This is an optimization exercise on Yosys and OpenROAD, whose aim is small area, not a production implementation. Only simulation tests tie the RTL to the original design; equivalence was not proved.

## flow/design.v (module list and top-level ports; edited modules follow where they fit)
// module fa: 10 lines
// module pw_conv: 27 lines
// module ds_block_top: 1191 lines
module ds_block_top #(
    parameter int IMG_W  = 6,
    parameter int IMG_H  = 5,
    parameter int STRIDE = 1
) (
    input  wire                                    clk,
    input  wire                                    rstn,
    input  wire                                    in_valid,
    input  wire  [ds_pkg::NCH*ds_pkg::ACT_W-1:0]   in_pix,
    output logic                                   out_valid,
    output logic [ds_pkg::NOUT*ds_pkg::ACT_W-1:0]  out_pix
);
  // ...
==> flow/flow/run.sh <==
#!/bin/bash
# The standard layout with two changes: the port buffers are the smallest
# buffer (sky130_fd_sc_hd__buf_1) rather than the one buffer_ports picks by
# default, and clock tree synthesis adds no dummy loads. The clustering
# settings repeat config.mk's. The constant outputs share one tie cell.
set -euo pipefail
export BUFFER_PORTS_ARGS="-buffer_cell sky130_fd_sc_hd__buf_1"
export SKIP_REPAIR_TIE_FANOUT=1
export CTS_ARGS="-sink_clustering_enable -repair_clock_nets -sink_clustering_size 8 -sink_clustering_max_diameter 60 -buf_list sky130_fd_sc_hd__clkbuf_4 -dont_use_dummy_load"
bash standard.sh > standard.log 2>&1
==> flow/standard.sh <==
#!/bin/bash
# synth_recipe.tcl (not shown) runs the flow's synth.tcl, then flattens the netlist and writes it again
# the make line also repeats each setting of config.mk as NAME=value (left out here)
make -C /OpenROAD-flow-scripts/flow DESIGN_CONFIG=/design/flow/config.mk WORK_HOME=/design/flow/orfs CLKGATE_MAP_FILE= SYNTH_SCRIPT=/design/flow/synth_recipe.tcl "${@:-finish}"
==> flow/config.mk <==
export PLATFORM = sky130hd
export DESIGN_NAME = ds_block_top
export DESIGN_NICKNAME = ds_block_top
export VERILOG_FILES = /design/flow/design.v
export SDC_FILE = /design/flow/constraint.sdc
export NUM_CORES = 4
export LEC_CHECK = 0
export CAP_MARGIN = 20
export CORE_MARGIN = 2
export CORE_UTILIZATION = 40
export CTS_BUF_LIST = sky130_fd_sc_hd__clkbuf_4
export CTS_CLUSTER_DIAMETER = 60
export CTS_CLUSTER_SIZE = 8
export SLEW_MARGIN = 20
export SYNTH_HIERARCHICAL = 1
export SYNTH_MINIMUM_KEEP_SIZE = 0
==> flow/constraint.sdc <==
create_clock -name core_clock -period 8.0 [get_ports {clk}]
set_input_delay 1.6000 -clock core_clock [delete_from_list [all_inputs] [get_ports {clk}]]
set_output_delay 1.6000 -clock core_clock [all_outputs]
set_load 0.01 [all_outputs]
==> run notes, run 1 <==
* Sequential share of cell area at 48.8%
* Crit path top cell by count: fa_1
* Met1 Routed Length at 26600 um
* Total CTS buffers at 73
* Top layer reached by signal wires: met4
* Arr. time, crit path at 8290 ps
* Drt wl/cell at 19.6 um
* CP max-delay cell: fa_1
* Async set-reset flop share out of synthesis at 1.44%
* Multi-In Gates at 1195
* Slowest cell delay on critical path at 530 ps
* Final Slew Violations at 0
* Share of layout cells above drive strength 1 at 6.86%
* Status: complete, no violations
* Largest Register: sr
* Register area share after synthesis at 52.2%
* Initial core utilization at 40.5%
* # IOs at 100
* Multi-input logic area at 12300 um2
* Yosys warns at 9
* Post-synthesis compound-gate area fraction at 5.06%
* Fillers at 6049
* Crit path from: col[2]$_DFFE_PN0P_
* Worst r2r src: col[2]$_DFFE_PN0P_
* Placed cell count at 2764
* Routed wl met3 at 3090 um
* Tap cell count at 873
* Die X at 265 um
* Layout clock buffers at 73
* Most frequent cells in the layout: 448 x edfxtp_1, 351 x fa_1, 272 x nand2_1
* Initial antenna violation count at 2
* PortBufs at 76
* Largest registers: sr (448), d0 (15), d1 (15)
* Gr usage total at 16.5%
* Crit. path cell count at 27
==> run 2, diff against run 1 <==
--- a/flow/flow/run.sh
+++ b/flow/flow/run.sh
@@ -6,5 +6,5 @@
 set -euo pipefail
 export BUFFER_PORTS_ARGS="-buffer_cell sky130_fd_sc_hd__buf_1"
 export SKIP_REPAIR_TIE_FANOUT=1
-export CTS_ARGS="-sink_clustering_enable -repair_clock_nets -sink_clustering_size 8 -sink_clustering_max_diameter 60 -buf_list sky130_fd_sc_hd__clkbuf_4 -dont_use_dummy_load"
+export CTS_ARGS="-sink_clustering_enable -repair_clock_nets -sink_clustering_size 10 -sink_clustering_max_diameter 80 -buf_list sky130_fd_sc_hd__clkbuf_4 -dont_use_dummy_load"
 bash standard.sh > standard.log 2>&1
--- a/flow/config.mk
+++ b/flow/config.mk
@@ -9,8 +9,8 @@
 export CORE_MARGIN = 2
 export CORE_UTILIZATION = 40
 export CTS_BUF_LIST = sky130_fd_sc_hd__clkbuf_4
-export CTS_CLUSTER_DIAMETER = 60
-export CTS_CLUSTER_SIZE = 8
+export CTS_CLUSTER_DIAMETER = 80
+export CTS_CLUSTER_SIZE = 10
 export SLEW_MARGIN = 20
 export SYNTH_HIERARCHICAL = 1
 export SYNTH_MINIMUM_KEEP_SIZE = 0
==> run 2 against run 1 <==
- worst hold slack hardly changed
- global-route usage is 0.18 points lower
- still clean
- final cell count shrank 0.70%
- via count down 1.0%
- highest routed layer unchanged
==> run notes, run 2 <==
* Status: complete, no violations
* Slew headroom at 35.2%
* Core Region at 67400 um2
* Post-synth top cells: 448 x edfxtp_1, 351 x fa_1, 275 x nand2_1
* Worst r2r src: col[2]$_DFFE_PN0P_
* Vias per Instance at 5.07
* Register area share after synthesis at 52.2% (unchanged)
* Final Hold Vio Count at 0
* Vias in the first global route at 15600
* CTS sink cnt at 485
* Drt wl/cell at 19.6 um (+0.29%)
* Clock-pin slew on the worst setup and hold paths at 100 ps
* CP Max Fanout at 16
* Synth area leader: edfxtp_1
* Area growth, synth to finish at 6.41%
* FMAX at 131 MHz
* Final setup violation count at 0
* PortBufs at 76 (unchanged)
* RD Place Congestion at 0.885
* Max reg flops at 448
* Synth Net Count at 2346
* Slowest cell delay on critical path at 480 ps (-50 ps)
* Commonest non-fill, non-tap cell in the layout: edfxtp_1
* Vias at 14300
* Worst-Margin Slew at 972 ps
* CP endpoint kind: flop
* CTS tree: yes
* Cell with the most instances after synthesis: edfxtp_1
* H-tree levels at 2
* Initial antenna violation count at 2 (unchanged)
* Worst Clk Skew at 98.2 ps
* Setup TNS at 0 ps
* CTS max path bufs at 3
* HPWL Detailed at 42400 um
* CP delay by family, top: adder cells
* MaxCap Viol Count at 0
* Mean Syn Cell Area at 14.7 um2
* Crit path from: col[2]$_DFFE_PN0P_
* Startpoint Class: flop
* Routed wl met3 at 2670 um (-14%)
* Fin crit period at 7640 ps
* Met2 Routed Length at 24700 um
* Antenna viol nets, final at 0
* Row cnt at 95
* GR Overflow Total at 0
* Share of layout cells above drive strength 1 at 5.85% (-1.0 points)
* Die area at 70300 um2
* Non-Filler Instances at 2826
* Cts hold-fix bufs at 0
* Top FF cell, synth: edfxtp_1
* # IOs at 100 (unchanged)
* Cell Area, Synth at 27300 um2
* Met1 Routed Length at 26900 um (+1.2%)
* Most frequent cells in the layout: 448 x edfxtp_1, 351 x fa_1, 273 x nand2_1
* CP max-delay cell: fa_1
* Post-synth EDFFs at 448
* Top layer reached by signal wires: met4
* Hold_sp: sr[10][14]$_DFFE_PP_
* DRC at 0
* First-pass GRT wire length at 88700 um
* Crit path buf inv count at 3
* Nets at 2439
* Die Ht at 265 um
* Gr usage total at 16.3% (-0.18 points)
* Largest registers: sr (448), d0 (15), d1 (15)
* Crit path top cell by count: fa_1
* Yosys warns at 9 (unchanged)
* Post-synth top area share at 49.3%
* HP Class: flop to flop
* Cell count after synthesis at 1859
* Setup CP Type: flop to flop
* Count of different cell masters after synthesis at 73
* Post-Route WL at 55500 um
* Clock root buffer master: clkbuf_4
* WP data required at 8720 ps
* Largest net degree at the start of global routing at 207
* Arr. time, crit path at 8360 ps (+70 ps)
* Largest Register: sr
* Clock network latency to the later pin of the worst-skew pair at 840 ps
* Synth top area cells: edfxtp_1 49%, fa_1 26%, ha_1 4.6%
* Fin crit share at 95.4%
* First-pass DRT Iterations at 5
* Total CTS buffers at 55 (-25%)
* Die X at 265 um (unchanged)
* Final Slew Violations at 0 (unchanged)
* Initial core utilization at 40.5% (unchanged)
* Async set-reset flop share out of synthesis at 1.44% (unchanged)
* DR iter-0 viols at 1214
* Placed cell count at 2764 (unchanged)
* Synth Register Bits at 485
[run 2: cell count changes in the layout (fill, tap and decap cells not counted), sizes merged]
| cell | delta |
|---|---|
| clkbuf | -18 |
| diode | -2 |
[run 2: worst paths after layout]
| path | endpoint | slack [ps] | depth (start not counted) |
|---|---|---|---|
| setup / recovery | d1[14]$_SDFF_PP0_ | 360 | 27 |
| hold / removal | sr[11][14]$_DFFE_PP_ | 380 | 0 |
| setup reg to reg | d1[14]$_SDFF_PP0_ | 360 | 27 |
| hold reg to reg | sr[11][14]$_DFFE_PP_ | 380 | 0 |
| max in group asynchronous | row[2]$_DFFE_PN0P_ | 6960 | 1 |
| min in group asynchronous | col[1]$_DFFE_PN0P_ | 700 | 1 |
[run 2: area by class of cell]
type,instances,area [um2]
fillers,6046,38400
flip-flops and latches,485,14200
multi-input cells,1195,12300
well taps,873,1090
repair buffers,97,517
inverters,118,447
clock buffers,55,413
diodes,3,7.51
[run 2: kinds of logic after synthesis]
logic type | synth area share (%)
and+or+nand+nor | 7.54
adders and majority gates | 30.4
xor gates and xnor gates | 1.89
DFF | 52.2
AOI/OAI and AO/OA | 5.06
buffers and inverters | 2.84
other | 0.0275
muxes | 0.0826
[run 2: modules after synthesis (local to each module, per instance)]
module | cell area (um2) | copies in the design | cells inside | flops+latches
ds_block_top | 17400 | 1 | 1078 | 485
fa | 20.0 | 350 | 1 | 0
pw_conv | 2860 | 1 | 431 | 0
[run 2: per-layer routing]
metal,global-route usage [%],up-vias
li1,-,6554
met1,24.5,7366
met2,24.7,338
met3,2.72,83
met4,4.34,0
met5,0,-
[run 2: metrics by stage]
stage          setup slack, ps  hold WS, ps  util, %  cell area, um2
2_1_floorplan             -934          400        -           27300
3_3_place_gp               382          400     42.3           28500
3_5_place_dp               169          405     42.3           28500
4_1_cts                    181          386     42.9           28900
5_1_grt                  -7.71          372     43.1           29000
6_report                   365          377     43.1           29000
[run 2: worst register-to-register path: stages, from the launching register on]
cell and delay, ps:
dfrtp_1 430, or3_1 450, nand2_1 110, nor2_1 40, a21oi_1 140, or2_2 150
buf_6 200, nand2_1 160, fa_1 480, fa_1 450, fa_1 480, fa_1 420
fa_1 430, inv_1 80, fa_1 420, fa_1 420, fa_1 380, ha_1 220
fa_1 360, ha_1 350, and4_1 210, nor2b_1 150, o21a_1 180, nor2_1 160
o31ai_4 130, xnor2_4 170, buf_4 160, nor4_2 250
[run 2: timing repair]
action                                  in CTS  in global routing
gates resized for setup                      0                  9
buffers inserted                             0                  3
endpoints found under the setup margin       0                 25
==> run 3, diff against run 2 <==
--- a/flow/flow/run.sh
+++ b/flow/flow/run.sh
@@ -6,5 +6,5 @@
 set -euo pipefail
 export BUFFER_PORTS_ARGS="-buffer_cell sky130_fd_sc_hd__buf_1"
 export SKIP_REPAIR_TIE_FANOUT=1
-export CTS_ARGS="-sink_clustering_enable -repair_clock_nets -sink_clustering_size 10 -sink_clustering_max_diameter 80 -buf_list sky130_fd_sc_hd__clkbuf_4 -dont_use_dummy_load"
+export CTS_ARGS="-sink_clustering_enable -repair_clock_nets -sink_clustering_size 16 -sink_clustering_max_diameter 100 -buf_list sky130_fd_sc_hd__clkbuf_8 -dont_use_dummy_load"
 bash standard.sh > standard.log 2>&1
--- a/flow/config.mk
+++ b/flow/config.mk
@@ -8,9 +8,9 @@
 export CAP_MARGIN = 20
 export CORE_MARGIN = 2
 export CORE_UTILIZATION = 40
-export CTS_BUF_LIST = sky130_fd_sc_hd__clkbuf_4
-export CTS_CLUSTER_DIAMETER = 80
-export CTS_CLUSTER_SIZE = 10
+export CTS_BUF_LIST = sky130_fd_sc_hd__clkbuf_8
+export CTS_CLUSTER_DIAMETER = 100
+export CTS_CLUSTER_SIZE = 16
 export SLEW_MARGIN = 20
 export SYNTH_HIERARCHICAL = 1
 export SYNTH_MINIMUM_KEEP_SIZE = 0
==> run 3 against run 2 <==
- still clean on timing, DRC and antenna
- synthesized cell count unchanged
- final cell count shrank 0.67%
- cell area grew 0.37%
==> run notes, run 3 <==
* Synth area leader: edfxtp_1
* CTS sink cnt at 485 (unchanged)
* Final setup violation count at 0 (unchanged)
* Crit path from: col[2]$_DFFE_PN0P_
* FMAX at 131 MHz (+0.40%)
* Cell Area, Synth at 27300 um2 (unchanged)
* Status: complete, no violations
* Largest Register: sr
* # IOs at 100 (unchanged)
* First-pass DRT Iterations at 5 (unchanged)
* Hold path depth at 0 (unchanged)
* CP Max Fanout at 16 (unchanged)
* Drt wl/cell at 19.7 um (about the same)
* Largest family of logic cells by synthesized area: adder cells
* Die area at 70300 um2 (unchanged)
* Multi-input logic area at 12300 um2 (about the same)
* H-tree levels at 2 (unchanged)
* Reg2reg path depth at 27 (unchanged)
* Clock network latency to the later pin of the worst-skew pair at 650 ps (-190 ps)
* Post-Route WL at 55200 um (-0.59%)
* DRC at 0 (unchanged)
* Area after DPL at 28500 um2 (unchanged)
* CTS max path bufs at 3 (unchanged)
* Worst Clk Skew at 123 ps (+24.8 ps)
* Largest net degree at the start of global routing at 207 (unchanged)
* FF/Latch Area at 14200 um2 (about the same)
* Post-synthesis compound-gate area fraction at 5.06% (unchanged)
* Synth Area in Simple Gates at 7.54% (unchanged)
* Async set-reset flop share out of synthesis at 1.44% (unchanged)
* RD Place Congestion at 0.885 (unchanged)
* Antenna viol nets, final at 0 (unchanged)
* Cts hold-fix bufs at 0 (unchanged)
* Synth Net Count at 2346 (unchanged)
* Synth Register Bits at 485 (unchanged)
* CP max-delay cell: fa_1
* Most frequent cells in the layout: 448 x edfxtp_1, 351 x fa_1, 272 x nand2_1
* Register area share after synthesis at 52.2% (unchanged)
* Fin crit period at 7610 ps (-30.3 ps)
* Post-synthesis mux area share at 0.0826% (unchanged)
* Post-synth EDFFs at 448 (unchanged)
* Hold_sp: sr[11][9]$_DFFE_PP_
* Cell with the most instances after synthesis: edfxtp_1
* Top FF cell, synth: edfxtp_1
* Row cnt at 95 (unchanged)
* Core Region at 67400 um2 (unchanged)
* DR iter-0 viols at 1125 (-7.3%)
* CTS tree: yes
* Synth Area in Adders at 30.4% (unchanged)
* CP endpoint kind: flop
* Max reg flops at 448 (unchanged)
* Share of layout cells above drive strength 1 at 5.12% (-0.72 points)
* Reg2reg end: d1[14]$_SDFF_PP0_
* Worst hold slack at 335 ps (-42.0 ps)
* Final Slew Violations at 0 (unchanged)
* Die Ht at 265 um (unchanged)
* HP Class: flop to flop
* Worst-Margin Slew at 991 ps (+18.6 ps)
* WHS Endpoint: sr[12][9]$_DFFE_PP_
* Fillers at 6022 (-0.40%)
* Total CTS buffers at 38 (-31%)
* Clock root buffer master: clkbuf_8
* Arr. time, crit path at 8090 ps (-270 ps)
* Clock-pin slew on the worst setup and hold paths at 110 ps (about the same)
* Vias in the first global route at 15500 (-0.86%)
* HPWL Detailed at 42400 um (unchanged)
* Initial core utilization at 40.5% (unchanged)
* WP data required at 8490 ps (-230 ps)
* Slew headroom at 33.9% (-1.2 points)
* Setup TNS at 0 ps (unchanged)
* FF-to-FF setup slack at 390 ps (+30 ps)
* Final Hold Vio Count at 0 (unchanged)
* Count of different cell masters after synthesis at 73 (unchanged)
* Crit path top cell by count: fa_1
* Vias at 14200 (-0.70%)
* Cell count after synthesis at 1859 (unchanged)
* Slowest cell delay on critical path at 530 ps (+50 ps)
* Post-synth top cells: 448 x edfxtp_1, 351 x fa_1, 275 x nand2_1
* Fin crit share at 95.1% (-0.38 points)
* Nets at 2422 (-0.70%)
* Vias per Instance at 5.07 (about the same)
* Area growth, synth to finish at 6.80%
* Largest registers: sr (448), d0 (15), d1 (15)
* Die X at 265 um (unchanged)
* Setup CP Type: flop to flop
* RSZ-0062 raised after global routing: false
* PortBufs at 76 (unchanged)
* GR Overflow Total at 0 (unchanged)
* First-pass GRT wire length at 88200 um (-0.51%)
* Commonest non-fill, non-tap cell in the layout: edfxtp_1
* Synth top area cells: edfxtp_1 49%, fa_1 26%, ha_1 4.6%
* Mean Syn Cell Area at 14.7 um2 (unchanged)
* MaxCap Viol Count at 0 (unchanged)
* Post-synthesis xor/xnor area fraction at 1.89% (unchanged)
* Worst r2r src: col[2]$_DFFE_PN0P_
* Startpoint Class: flop
* Gr usage total at 16.3% (-0.055 points)
* Final standard cell area without fillers at 29100 um2 (+0.37%)
* Post-synth top area share at 49.3% (unchanged)
* Initial antenna violation count at 1 (-1)
* Yosys warns at 9 (unchanged)
## run 3: stage by stage
step           setup slack (ps)  instances  util, %
2_1_floorplan              -934       1859        -
3_3_place_gp                382       2764     42.3
3_5_place_dp                169       2764     42.3
4_1_cts                     120       2802     43.1
5_1_grt                    25.9       2807     43.2
6_report                    395       2807     43.2
## run 3: cell families (layout without fill, tap and decap cells)
kind of cell / count (synthesis) / after routing
flops: 485 / 485
simple gates: 482 / 482
fa+ha+maj: 452 / 452
compound gates: 199 / 199
buf+inv: 179 / 253
xor+xnor: 58 / 58
other cells: 2 / 3
mux: 2 / 2
## run 3: worst max-delay path, delay by kind of cell, from the launching register on
family,cells,cell delay [ps]
adder cells (fa/ha/maj),11,4400
buffers and inverters,3,420
AO/OA/AOI/OAI,3,450
AND/OR/NAND/NOR,9,1590
XOR/XNOR,1,170
flip-flops,1,450
## run 3: cell type report
type,instances,area share (%)
Clock buffer,38,1.80
Inverter,118,1.53
Tap cell,873,3.75
Sequential cell,485,48.8
Timing Repair Buffer,97,1.79
Antenna cell,1,0.00859
Multi-Input combinational cell,1195,42.3
## run 3: worst max path at each step
stage / to / slack [ps] / depth (start not counted)
floorplan: sr[10][0]$_DFFE_PP_ / -930 / 2
global placement: d1[7]$_SDFF_PP0_ / 380 / 27
detailed placement: d1[7]$_SDFF_PP0_ / 170 / 27
CTS: d1[7]$_SDFF_PP0_ / 120 / 27
global route: d1[14]$_SDFF_PP0_ / 30 / 27
finish: d1[14]$_SDFF_PP0_ / 390 / 27
## run 3: what timing repair did
item	4_1_cts	5_1_grt
gates resized for setup	0	11
buffers inserted	0	3
setup endpoints to repair	0	15
## run 3: metal layers
metal	vias up	part of all wire, %	track usage (%)	wire length (um)
met5	-	0	0	0
met4	0	2.3	4.29	1270
met3	82	4.5	2.78	2480
met2	319	45	24.7	24700
met1	7350	48	24.3	26700
li1	6490	-	-	-
## run 3: Yosys stat by module, one instance, submodules excluded
| module | times used | flip-flops and latches | area (um2) | cells |
|---|---|---|---|---|
| ds_block_top | 1 | 485 | 17400 | 1078 |
| fa | 350 | 0 | 20.0 | 1 |
| pw_conv | 1 | 0 | 2860 | 431 |

separate check: timing with driven ports:
The flow's constraints put no driver on any port. The routed layouts listed below were extracted and timed again, unchanged, in two steps.
Step 1 assumes that a clkbuf_16 drives the clock port and a buf_2 every other input.
Step 2 times the ports against the registers' clock, not the clock port: input delays grow and output delays shrink by t, the midpoint of the rising clock arrivals with the driver on.
a / b / c = ideal ports / drivers / drivers and shift; a / b = the first two.
run | t, ns | slack for setup (ns) | latest minus earliest clock arrival (ns)
run 1 | 0.826 | 0.363 / 0.363 / 0.363 | 0.144 / 0.145
run 2 | 0.837 | 0.365 / 0.365 / 0.365 | 0.112 / 0.112
run 3 | 0.654 | 0.395 / 0.395 / 0.395 | 0.139 / 0.139
After both steps every run listed still meets setup and hold.
